This design comes from an exercise in tuning for small area, a short achievable clock period and few clock cycles per item on the open sky130 flow, not from production work. At most, simulation tests tie the RTL to the original design; equivalence was not proved.

==> job 1421: inputs <==
==> flow/design.v <==
package valu_pkg;
  typedef enum logic [1:0] {
    OP_ADD  = 2'd0,
    OP_SUB  = 2'd1,
    OP_MUL  = 2'd2,
    OP_RSVD = 2'd3
  } valu_op_e;
  typedef enum logic [1:0] {
    ST_IDLE  = 2'd0,
    ST_RUN   = 2'd1,
    ST_DRAIN = 2'd2,
    ST_DONE  = 2'd3
  } valu_state_e;
  localparam int unsigned DRAIN_CYCLES = 2;
  typedef struct packed {
    logic overflow;
    logic zero;
    logic negative;
  } valu_flags_t;
  function automatic logic add_overflow(input logic a_msb, input logic b_msb,
                                        input logic r_msb);
    add_overflow = (a_msb == b_msb) && (r_msb != a_msb);
  endfunction
endpackage
module alu
#(
  parameter int vdw_p    = 32,
  parameter int op_len_p = 2
) (
  input  logic        sub_i,
  input  logic        hinit_i,
  input  logic [31:0] a_i,
  input  logic [31:0] b_i,
  input  logic [3:0]  one_i,
  input  logic [3:0]  two_i,
  input  logic [3:0]  neg_i,
  input  logic [31:0] hv_i,
  input  logic [7:0]  hc_i,
  output logic [31:0] sum_o,
  output logic        ovf_o,
  output logic [7:0]  lo_o,
  output logic [31:0] hv_o,
  output logic [7:0]  hc_o
);
  localparam int W = 40;
  logic [31:0] bx;
  assign bx    = b_i ^ {32{sub_i}};
  assign sum_o = a_i + bx + {31'd0, sub_i};
  assign ovf_o = (a_i[31] == bx[31]) & (sum_o[31] != a_i[31]);
  logic [W-1:0] row [6];
  logic [32:0]  a2;
  logic [31:0]  hv;
  logic [7:0]   hc;
  assign a2 = {a_i[31], a_i};
  assign hv = hinit_i ? 32'd0 : hv_i;
  assign hc = hinit_i ? 8'd0  : hc_i;
  always_comb begin
    for (int r = 0; r < 6; r++) row[r] = '0;
    row[0][31:0] = {~hv[31], hv[30:0]};
    for (int k = 0; k < 4; k++) begin
      for (int i = 0; i < 33; i++) begin
        logic sel;
        sel = (one_i[k] & a2[i]) | (two_i[k] & ((i == 0) ? 1'b0 : a2[i-1]));
        row[k+1][2*k+i] = (i == 32) ? ~(sel ^ neg_i[k]) : (sel ^ neg_i[k]);
      end
    end
    row[2][0] = neg_i[0];
    row[3][2] = neg_i[1];
    row[4][4] = neg_i[2];
    row[5] = 40'hAA_8000_0000;
    row[5][6]  = neg_i[3];
    for (int m = 0; m < 8; m++) row[5][4*m] = hc[m];
  end
  function automatic logic [2*W-1:0] csa(input logic [W-1:0] x,
                                         input logic [W-1:0] y,
                                         input logic [W-1:0] z);
    logic [W-1:0] s, c;
    s = x ^ y ^ z;
    c = ((x & y) | (x & z) | (y & z)) << 1;
    csa = {c, s};
  endfunction
  logic [W-1:0] s1, c1, s2, c2, s3, c3, s4, c4;
  always_comb begin
    {c1, s1} = csa(row[0], row[1], row[2]);
    {c2, s2} = csa(row[3], row[4], row[5]);
    {c3, s3} = csa(s1, c1, s2);
    {c4, s4} = csa(s3, c3, c2);
  end
  logic [4:0] n0, n1a, n1b;
  logic [4:0] blk [8];
  assign n0  = {1'b0, s4[3:0]} + {1'b0, c4[3:0]};
  assign n1a = {1'b0, s4[7:4]} + {1'b0, c4[7:4]};
  assign n1b = {1'b0, s4[7:4]} + {1'b0, c4[7:4]} + 5'd1;
  always_comb begin
    for (int b = 0; b < 8; b++)
      blk[b] = {1'b0, s4[8+4*b +: 4]} + {1'b0, c4[8+4*b +: 4]};
  end
  logic [4:0] n1;
  assign n1   = n0[4] ? n1b : n1a;
  assign lo_o = {n1[3:0], n0[3:0]};
  always_comb begin
    hc_o[0] = n1[4];
    for (int b = 0; b < 8; b++) begin
      hv_o[4*b +: 4] = blk[b][3:0];
      if (b < 7) hc_o[b+1] = blk[b][4];
    end
  end
endmodule
module valu_seq
#(
  parameter int vdw_p    = 32,
  parameter int op_len_p = 2,
  parameter int vlen_p   = 16,
  parameter int vregs_p  = 8
) (
  input  logic                         clk_i,
  input  logic                         reset_n_i,
  input  logic                         cmd_v_i,
  output logic                         cmd_ready_o,
  input  logic [op_len_p-1:0]          cmd_op_i,
  input  logic [$clog2(vlen_p+1)-1:0]  cmd_len_i,
  input  logic [$clog2(vregs_p)-1:0]   cmd_vd_i,
  input  logic [$clog2(vregs_p)-1:0]   cmd_vs1_i,
  input  logic [$clog2(vregs_p)-1:0]   cmd_vs2_i,
  output logic                         rd_v_o,
  output logic [$clog2(vregs_p)-1:0]   rd_reg_a_o,
  output logic [$clog2(vregs_p)-1:0]   rd_reg_b_o,
  output logic [$clog2(vlen_p)-1:0]    rd_el_o,
  input  logic [vdw_p-1:0]             rd_a_i,
  input  logic [vdw_p-1:0]             rd_b_i,
  output logic                         wr_v_o,
  output logic [$clog2(vregs_p)-1:0]   wr_reg_o,
  output logic [$clog2(vlen_p)-1:0]    wr_el_o,
  output logic [vdw_p-1:0]             wr_data_o,
  output logic                         done_o,
  output logic                         flag_overflow_o,
  output logic                         flag_zero_o,
  output logic                         flag_negative_o
);
  localparam int LW = $clog2(vlen_p+1);
  localparam int EW = $clog2(vlen_p);
  localparam int RW = $clog2(vregs_p);
  logic          busy_q, rdv_q, nrdy_q, l0_q, mul_q, sub_q;
  logic [1:0]    bub_q, j_q;
  logic [EW-1:0] el_q;
  logic [RW-1:0] vd_q, vs1_q, vs2_q;
  logic          accept, go, fin_it, finish;
  logic          busy_n, l0_n, mul_n;
  logic [1:0]    bub_n, j_n;
  logic [EW-1:0] el_n;
  assign cmd_ready_o = ~nrdy_q;
  assign accept      = cmd_v_i & ~nrdy_q;
  assign rd_v_o      = rdv_q;
  assign rd_reg_a_o  = vs1_q;
  assign rd_reg_b_o  = vs2_q;
  assign rd_el_o     = el_q;
  assign go     = busy_q & (bub_q == 2'd0);
  assign fin_it = ~mul_q | (j_q == 2'd3);
  assign finish = go & (l0_q | ((el_q == '0) & fin_it));
  always_comb begin
    busy_n = busy_q;
    bub_n  = bub_q;
    el_n   = el_q;
    j_n    = j_q;
    l0_n   = l0_q;
    mul_n  = mul_q;
    if (busy_q && bub_q != 2'd0) begin
      bub_n = bub_q - 2'd1;
    end else if (go) begin
      if (finish) busy_n = 1'b0;
      if (fin_it) begin
        el_n = el_q - EW'(1);
        j_n  = 2'd0;
      end else begin
        j_n  = j_q + 2'd1;
      end
    end
    if (accept) begin
      busy_n = 1'b1;
      l0_n   = (cmd_len_i == '0);
      mul_n  = (cmd_op_i == 2'd2);
      el_n   = EW'(cmd_len_i - LW'(1));
      j_n    = 2'd0;
      bub_n  = (cmd_len_i == LW'(1)) ? 2'd2 :
               (cmd_len_i == LW'(2)) ? 2'd1 : 2'd0;
    end
  end
  always_ff @(posedge clk_i or negedge reset_n_i) begin
    if (!reset_n_i) begin
      busy_q <= 1'b0;
      rdv_q  <= 1'b0;
      nrdy_q <= 1'b0;
    end else begin
      busy_q <= busy_n;
      rdv_q  <= busy_n & (bub_n == 2'd0) & ~l0_n;
      nrdy_q <= ~(~busy_n | ((bub_n == 2'd0) &
                 (l0_n | ((el_n == '0) & (~mul_n | (j_n == 2'd3))))));
    end
  end
  always_ff @(posedge clk_i) begin
    bub_q <= bub_n;
    el_q  <= el_n;
    j_q   <= j_n;
    l0_q  <= l0_n;
    mul_q <= mul_n;
    if (accept) begin
      sub_q <= (cmd_op_i == 2'd1);
      vd_q  <= cmd_vd_i;
      vs1_q <= cmd_vs1_i;
      vs2_q <= cmd_vs2_i;
    end
  end
  logic          c_wv, c_last, c_mul, c_sub;
  logic [1:0]    c_j;
  logic [EW-1:0] c_el;
  logic [RW-1:0] c_vd;
  always_ff @(posedge clk_i or negedge reset_n_i) begin
    if (!reset_n_i) begin
      c_wv   <= 1'b0;
      c_last <= 1'b0;
    end else begin
      c_wv   <= go & ~l0_q & fin_it;
      c_last <= finish & busy_q;
    end
  end
  always_ff @(posedge clk_i) begin
    c_mul <= mul_q;
    c_sub <= sub_q;
    c_j   <= j_q;
    c_el  <= el_q;
    c_vd  <= vd_q;
  end
  logic          x_wv, x_last, x_mul, x_sub, x_hinit;
  logic [EW-1:0] x_el;
  logic [RW-1:0] x_vd;
  logic [31:0]   a_q, b_q;
  logic [8:0]    dig;
  logic [3:0]    one_d, two_d, neg_d, one_q, two_q, neg_q;
  always_comb begin
    case (c_j)
      2'd0:    dig = {rd_b_i[7:0], 1'b0};
      2'd1:    dig = rd_b_i[15:7];
      2'd2:    dig = rd_b_i[23:15];
      default: dig = rd_b_i[31:23];
    endcase
    for (int k = 0; k < 4; k++) begin
      one_d[k] = dig[2*k+1] ^ dig[2*k];
      two_d[k] = (dig[2*k+2] & ~dig[2*k+1] & ~dig[2*k]) |
                 (~dig[2*k+2] & dig[2*k+1] & dig[2*k]);
      neg_d[k] = dig[2*k+2];
    end
  end
  always_ff @(posedge clk_i or negedge reset_n_i) begin
    if (!reset_n_i) begin
      x_wv   <= 1'b0;
      x_last <= 1'b0;
    end else begin
      x_wv   <= c_wv;
      x_last <= c_last;
    end
  end
  always_ff @(posedge clk_i) begin
    a_q     <= rd_a_i;
    b_q     <= rd_b_i;
    one_q   <= one_d;
    two_q   <= two_d;
    neg_q   <= neg_d;
    x_mul   <= c_mul;
    x_sub   <= c_sub;
    x_hinit <= (c_j == 2'd0);
    x_el    <= c_el;
    x_vd    <= c_vd;
  end
  logic [31:0] sum, hv, h_q;
  logic [7:0]  lo;
  logic [7:0]  hc, hc_q;
  logic        sum_ovf;
  logic [31:0] r_q;
  alu #(
    .vdw_p    (vdw_p),
    .op_len_p (op_len_p)
  ) u_alu (
    .sub_i   (x_sub),
    .hinit_i (x_hinit),
    .a_i     (a_q),
    .b_i     (b_q),
    .one_i   (one_q),
    .two_i   (two_q),
    .neg_i   (neg_q),
    .hv_i    (h_q),
    .hc_i    (hc_q),
    .sum_o   (sum),
    .ovf_o   (sum_ovf),
    .lo_o    (lo),
    .hv_o    (hv),
    .hc_o    (hc)
  );
  logic          w_wv, w_last, w_mul, w_aovf, done_q;
  logic [EW-1:0] w_el;
  logic [RW-1:0] w_vd;
  logic          acc_ovf_q, acc_zero_q, acc_neg_q;
  always_ff @(posedge clk_i or negedge reset_n_i) begin
    if (!reset_n_i) begin
      w_wv   <= 1'b0;
      w_last <= 1'b0;
    end else begin
      w_wv   <= x_wv;
      w_last <= x_last;
    end
  end
  always_ff @(posedge clk_i) begin
    h_q    <= hv;
    hc_q   <= hc;
    r_q    <= x_mul ? {lo, r_q[31:8]} : sum;
    w_aovf <= sum_ovf;
    w_mul  <= x_mul;
    w_el   <= x_el;
    w_vd   <= x_vd;
  end
  assign wr_v_o    = w_wv;
  assign wr_reg_o  = w_vd;
  assign wr_el_o   = w_el;
  assign wr_data_o = r_q;
  logic [31:0] hi;
  logic e_ovf, e_zero, e_neg;
  logic b_ovf, b_zero, b_neg;
  logic [31:0] hcw;
  always_comb begin
    hcw = '0;
    for (int m = 0; m < 8; m++) hcw[4*m] = hc_q[m];
  end
  assign hi = h_q + hcw;
  assign e_ovf  = w_mul ? ~((&hi & r_q[31]) | ~(|hi | r_q[31])) : w_aovf;
  assign e_zero = (r_q == '0);
  assign e_neg  = r_q[31];
  assign b_ovf  = done_q ? 1'b0 : acc_ovf_q;
  assign b_zero = done_q ? 1'b1 : acc_zero_q;
  assign b_neg  = done_q ? 1'b0 : acc_neg_q;
  always_ff @(posedge clk_i or negedge reset_n_i) begin
    if (!reset_n_i) begin
      done_q     <= 1'b0;
      acc_ovf_q  <= 1'b0;
      acc_zero_q <= 1'b1;
      acc_neg_q  <= 1'b0;
    end else begin
      done_q     <= w_last;
      acc_ovf_q  <= b_ovf  | (w_wv & e_ovf);
      acc_zero_q <= b_zero & (~w_wv | e_zero);
      acc_neg_q  <= b_neg  | (w_wv & e_neg);
    end
  end
  assign done_o          = done_q;
  assign flag_overflow_o = acc_ovf_q;
  assign flag_zero_o     = acc_zero_q;
  assign flag_negative_o = acc_neg_q;
endmodule
==> flow/flow/run.sh <==
#!/bin/bash
# The standard layout (standard.sh), with ORFS's repair_timing asked
# for extra setup slack beyond the clock constraint (SETUP_SLACK_MARGIN,
# in ns). Constraints, clock and steps are the standard flow's.
set -euo pipefail
export SETUP_SLACK_MARGIN=7.5
bash standard.sh > standard_finish.log 2>&1
==> flow/standard.sh <==
#!/bin/bash
# synth_recipe.tcl (not shown) runs the flow's synth.tcl, then flattens the netlist and writes it again
# the make line also repeats each setting of config.mk as NAME=value (left out here)
make -C /OpenROAD-flow-scripts/flow DESIGN_CONFIG=/design/flow/config.mk WORK_HOME=/design/flow/orfs CLKGATE_MAP_FILE= SYNTH_SCRIPT=/design/flow/synth_recipe.tcl "${@:-finish}"
==> flow/config.mk <==
export PLATFORM = sky130hd
export DESIGN_NAME = valu_seq
export DESIGN_NICKNAME = valu_seq
export VERILOG_FILES = /design/flow/design.v
export SDC_FILE = /design/flow/constraint.sdc
export NUM_CORES = 4
export LEC_CHECK = 0
export CAP_MARGIN = 20
export CORE_MARGIN = 2
export CORE_UTILIZATION = 45
export SLEW_MARGIN = 20
==> flow/constraint.sdc <==
create_clock -name core_clock -period 11.5 [get_ports {clk_i}]
set_input_delay 2.3000 -clock core_clock [delete_from_list [all_inputs] [get_ports {clk_i}]]
set_output_delay 2.3000 -clock core_clock [all_outputs]
set_load 0.01 [all_outputs]
==> inputs of job 2134, as changes to job 1421 <==
--- a/flow/design.v
+++ b/flow/design.v
@@ -37,3 +37,3 @@
   input  logic [31:0] hv_i,
-  input  logic [7:0]  hc_i,
+  input  logic [3:0]  hc_i,
   output logic [31:0] sum_o,
@@ -42,3 +42,3 @@
   output logic [31:0] hv_o,
-  output logic [7:0]  hc_o
+  output logic [3:0]  hc_o
 );
@@ -52,6 +52,6 @@
   logic [31:0]  hv;
-  logic [7:0]   hc;
+  logic [3:0]   hc;
   assign a2 = {a_i[31], a_i};
   assign hv = hinit_i ? 32'd0 : hv_i;
-  assign hc = hinit_i ? 8'd0  : hc_i;
+  assign hc = hinit_i ? 4'd0  : hc_i;
   always_comb begin
@@ -71,3 +71,6 @@
     row[5][6]  = neg_i[3];
-    for (int m = 0; m < 8; m++) row[5][4*m] = hc[m];
+    row[5][0]  = hc[0];
+    row[5][8]  = hc[1];
+    row[5][16] = hc[2];
+    row[5][24] = hc[3];
   end
@@ -88,21 +91,10 @@
   end
-  logic [4:0] n0, n1a, n1b;
-  logic [4:0] blk [8];
-  assign n0  = {1'b0, s4[3:0]} + {1'b0, c4[3:0]};
-  assign n1a = {1'b0, s4[7:4]} + {1'b0, c4[7:4]};
-  assign n1b = {1'b0, s4[7:4]} + {1'b0, c4[7:4]} + 5'd1;
+  logic [8:0] blk [5];
   always_comb begin
-    for (int b = 0; b < 8; b++)
-      blk[b] = {1'b0, s4[8+4*b +: 4]} + {1'b0, c4[8+4*b +: 4]};
-  end
-  logic [4:0] n1;
-  assign n1   = n0[4] ? n1b : n1a;
-  assign lo_o = {n1[3:0], n0[3:0]};
-  always_comb begin
-    hc_o[0] = n1[4];
-    for (int b = 0; b < 8; b++) begin
-      hv_o[4*b +: 4] = blk[b][3:0];
-      if (b < 7) hc_o[b+1] = blk[b][4];
-    end
+    for (int b = 0; b < 5; b++)
+      blk[b] = {1'b0, s4[8*b +: 8]} + {1'b0, c4[8*b +: 8]};
   end
+  assign lo_o = blk[0][7:0];
+  assign hv_o = {blk[4][7:0], blk[3][7:0], blk[2][7:0], blk[1][7:0]};
+  assign hc_o = {blk[3][8], blk[2][8], blk[1][8], blk[0][8]};
 endmodule
@@ -275,3 +267,3 @@
   logic [7:0]  lo;
-  logic [7:0]  hc, hc_q;
+  logic [3:0]  hc, hc_q;
   logic        sum_ovf;
@@ -326,8 +318,3 @@
   logic b_ovf, b_zero, b_neg;
-  logic [31:0] hcw;
-  always_comb begin
-    hcw = '0;
-    for (int m = 0; m < 8; m++) hcw[4*m] = hc_q[m];
-  end
-  assign hi = h_q + hcw;
+  assign hi     = h_q + {7'd0, hc_q[3], 7'd0, hc_q[2], 7'd0, hc_q[1], 7'd0, hc_q[0]};
   assign e_ovf  = w_mul ? ~((&hi & r_q[31]) | ~(|hi | r_q[31])) : w_aovf;
==> flow/run.sh (new file) <==
#!/bin/bash
# synth_recipe.tcl (not shown) runs the flow's synth.tcl, then flattens the netlist and writes it again
# the make line also repeats each setting of config.mk as NAME=value (left out here)
make -C /OpenROAD-flow-scripts/flow DESIGN_CONFIG=/design/flow/config.mk WORK_HOME=/design/flow/orfs CLKGATE_MAP_FILE= SYNTH_SCRIPT=/design/flow/synth_recipe.tcl finish
removed: flow/flow/run.sh
removed: flow/standard.sh
==> inputs of job 4373, as changes to job 1421 <==
--- a/flow/design.v
+++ b/flow/design.v
@@ -187,2 +187,25 @@
   end
+  logic busy_na, rdv_na, rdy_na;
+  logic [1:0]    bub_na, j_na;
+  logic [EW-1:0] el_na;
+  always_comb begin
+    busy_na = busy_q;
+    bub_na  = bub_q;
+    el_na   = el_q;
+    j_na    = j_q;
+    if (busy_q && bub_q != 2'd0) begin
+      bub_na = bub_q - 2'd1;
+    end else if (go) begin
+      if (finish) busy_na = 1'b0;
+      if (fin_it) begin
+        el_na = el_q - EW'(1);
+        j_na  = 2'd0;
+      end else begin
+        j_na  = j_q + 2'd1;
+      end
+    end
+    rdv_na = busy_na & (bub_na == 2'd0) & ~l0_q;
+    rdy_na = ~busy_na | ((bub_na == 2'd0) &
+             (l0_q | ((el_na == '0) & (~mul_q | (j_na == 2'd3)))));
+  end
   always_ff @(posedge clk_i or negedge reset_n_i) begin
@@ -194,5 +217,9 @@
       busy_q <= busy_n;
-      rdv_q  <= busy_n & (bub_n == 2'd0) & ~l0_n;
-      nrdy_q <= ~(~busy_n | ((bub_n == 2'd0) &
-                 (l0_n | ((el_n == '0) & (~mul_n | (j_n == 2'd3))))));
+      if (accept) begin
+        rdv_q  <= (cmd_len_i >= LW'(3));
+        nrdy_q <= (cmd_len_i != '0);
+      end else begin
+        rdv_q  <= rdv_na;
+        nrdy_q <= ~rdy_na;
+      end
     end
==> flow/flow/run.sh (replaced) <==
#!/bin/bash
# The standard layout (standard.sh) with two changes to how it is made:
#  - ORFS's repair_timing is asked for extra setup slack beyond the clock
#    constraint (SETUP_SLACK_MARGIN, ns), so it keeps improving paths that
#    already meet the constraint;
#  - the port buffers that ORFS's buffer_ports puts on every input and
#    output use a plain buffer cell (buf_1) instead of its default choice.
# Constraints, clock period and all steps are the standard flow's.
set -euo pipefail
export SETUP_SLACK_MARGIN=8.0
export BUFFER_PORTS_ARGS="-buffer_cell sky130_fd_sc_hd__buf_1"
bash standard.sh > standard_finish.log 2>&1
==> comparison <==
Job 4373 finished clean. Job 2134 ran to the end with no violations. Job 1421 completed with no timing, DRC or antenna violations. Final cell count, highest first: job 4373, job 2134, job 1421. Between job 1421 and job 4373, the lower non-clock buffer count is in job 1421 (gap 39). Register-to-register slack: job 4373 is better than job 2134 (0.39 ns). Via count: job 2134 < job 1421 < job 4373. Core utilization: job 4373 > job 1421 > job 2134. Between job 4373 and job 1421, the lower die area is in job 1421 (gap 0.50%, measured against job 1421). In job 4373 the count of clock-buffer cells in the layout is lower than in job 1421, by 5. Routed wire length: job 4373 is higher than job 1421 (3.5%). Fmax: job 2134 < job 4373 < job 1421.
==> figures <==
| item | job 4373 | job 1421 | job 2134 |
|---|---|---|---|
| Wire length per cell | 19.3 µm | 19.2 µm | 18.4 µm |
| Per-instance average area after synthesis | 9.60 µm² | 9.69 µm² | 9.39 µm² |
| Number of nets in the layout | 2055 | 1997 | 2003 |
| Cell count after placement | 2128 | 2108 | 2120 |
| Area of the multi-input gates | 0.0108 mm² | 0.0101 mm² | 0.00968 mm² |
| Via density per instance | 5.57 | 5.46 | 5.36 |
| Register-to-Register Setup Slack | 7.47 ns | 7.64 ns | 7.08 ns |
| Die outline width | 191 µm | 190 µm | 188 µm |
| Met1 Use GR | 31.5% | 31.5% | 31.9% |
| Async S/R FF share, synth | 6.16% | 6.16% | 6.28% |
| Element type at the critical path end | register | output pin | register |
| Post-CTS Repair Setup Buffers | 11 | 2 | 0 |
| Count of cell types in the netlist | 80 | 85 | 77 |
| Fill cell instance count of the final layout | 3085 | 3079 | 3082 |
| Run status | complete, no violations | complete, no violations | complete, no violations |
| Portion of netlist area occupied by mux cells | 2.28% | 2.38% | 1.96% |
| Met2 track demand over resource in global routing | 37.7% | 36.9% | 36.3% |
| Routed length on met3 | 2630 µm | 2690 µm | 2810 µm |
| Count of vias placed by the detailed router | 12330 | 11788 | 11581 |
| Fmax | 248 MHz | 256 MHz | 226 MHz |
| Area of the placeable core | 0.0345 mm² | 0.0343 mm² | 0.0334 mm² |
Testbench counts of job 1421, summed over its fixed seeds: cycles 8,665, items 5,408.
Testbench counts of job 2134, summed over its fixed seeds: cycles 8,665, items 5,408.
The RTL of job 4373 was laid out without a check of its function.

==> re-timing with driven ports <==
Ports are ideal in the flow. The routed layouts listed here were re-timed in OpenROAD.
Step 1 (the two cells are an assumption about what drives the block):
set clk [get_ports {clk_i}]
set_driving_cell -lib_cell sky130_fd_sc_hd__clkbuf_16 $clk
set_driving_cell -lib_cell sky130_fd_sc_hd__buf_2 [delete_from_list [all_inputs] $clk]
Step 2 moves the port delays by t, midway between the first and last clock arrival at a register: inputs arrive t later, outputs are due t later. That takes back most of the time a late clock gives input paths.
Three values: ideal, step 1, step 2; two values: the first two.
run	t (ns)	setup slack, ns	hold slack, ns
job 1421	0.568	7.588 / 7.537 / 7.137	0.322 / 0.322 / 0.322
job 2134	0.585	7.083 / 7.083 / 6.943	0.323 / 0.323 / 0.323
job 4373	0.577	7.472 / 7.472 / 7.472	0.320 / 0.320 / 0.320
After both steps setup and hold are still met in every run listed. The setup slack of job 1421, which loses most, moves by -0.051 ns with the drivers and by -0.451 ns with both steps.
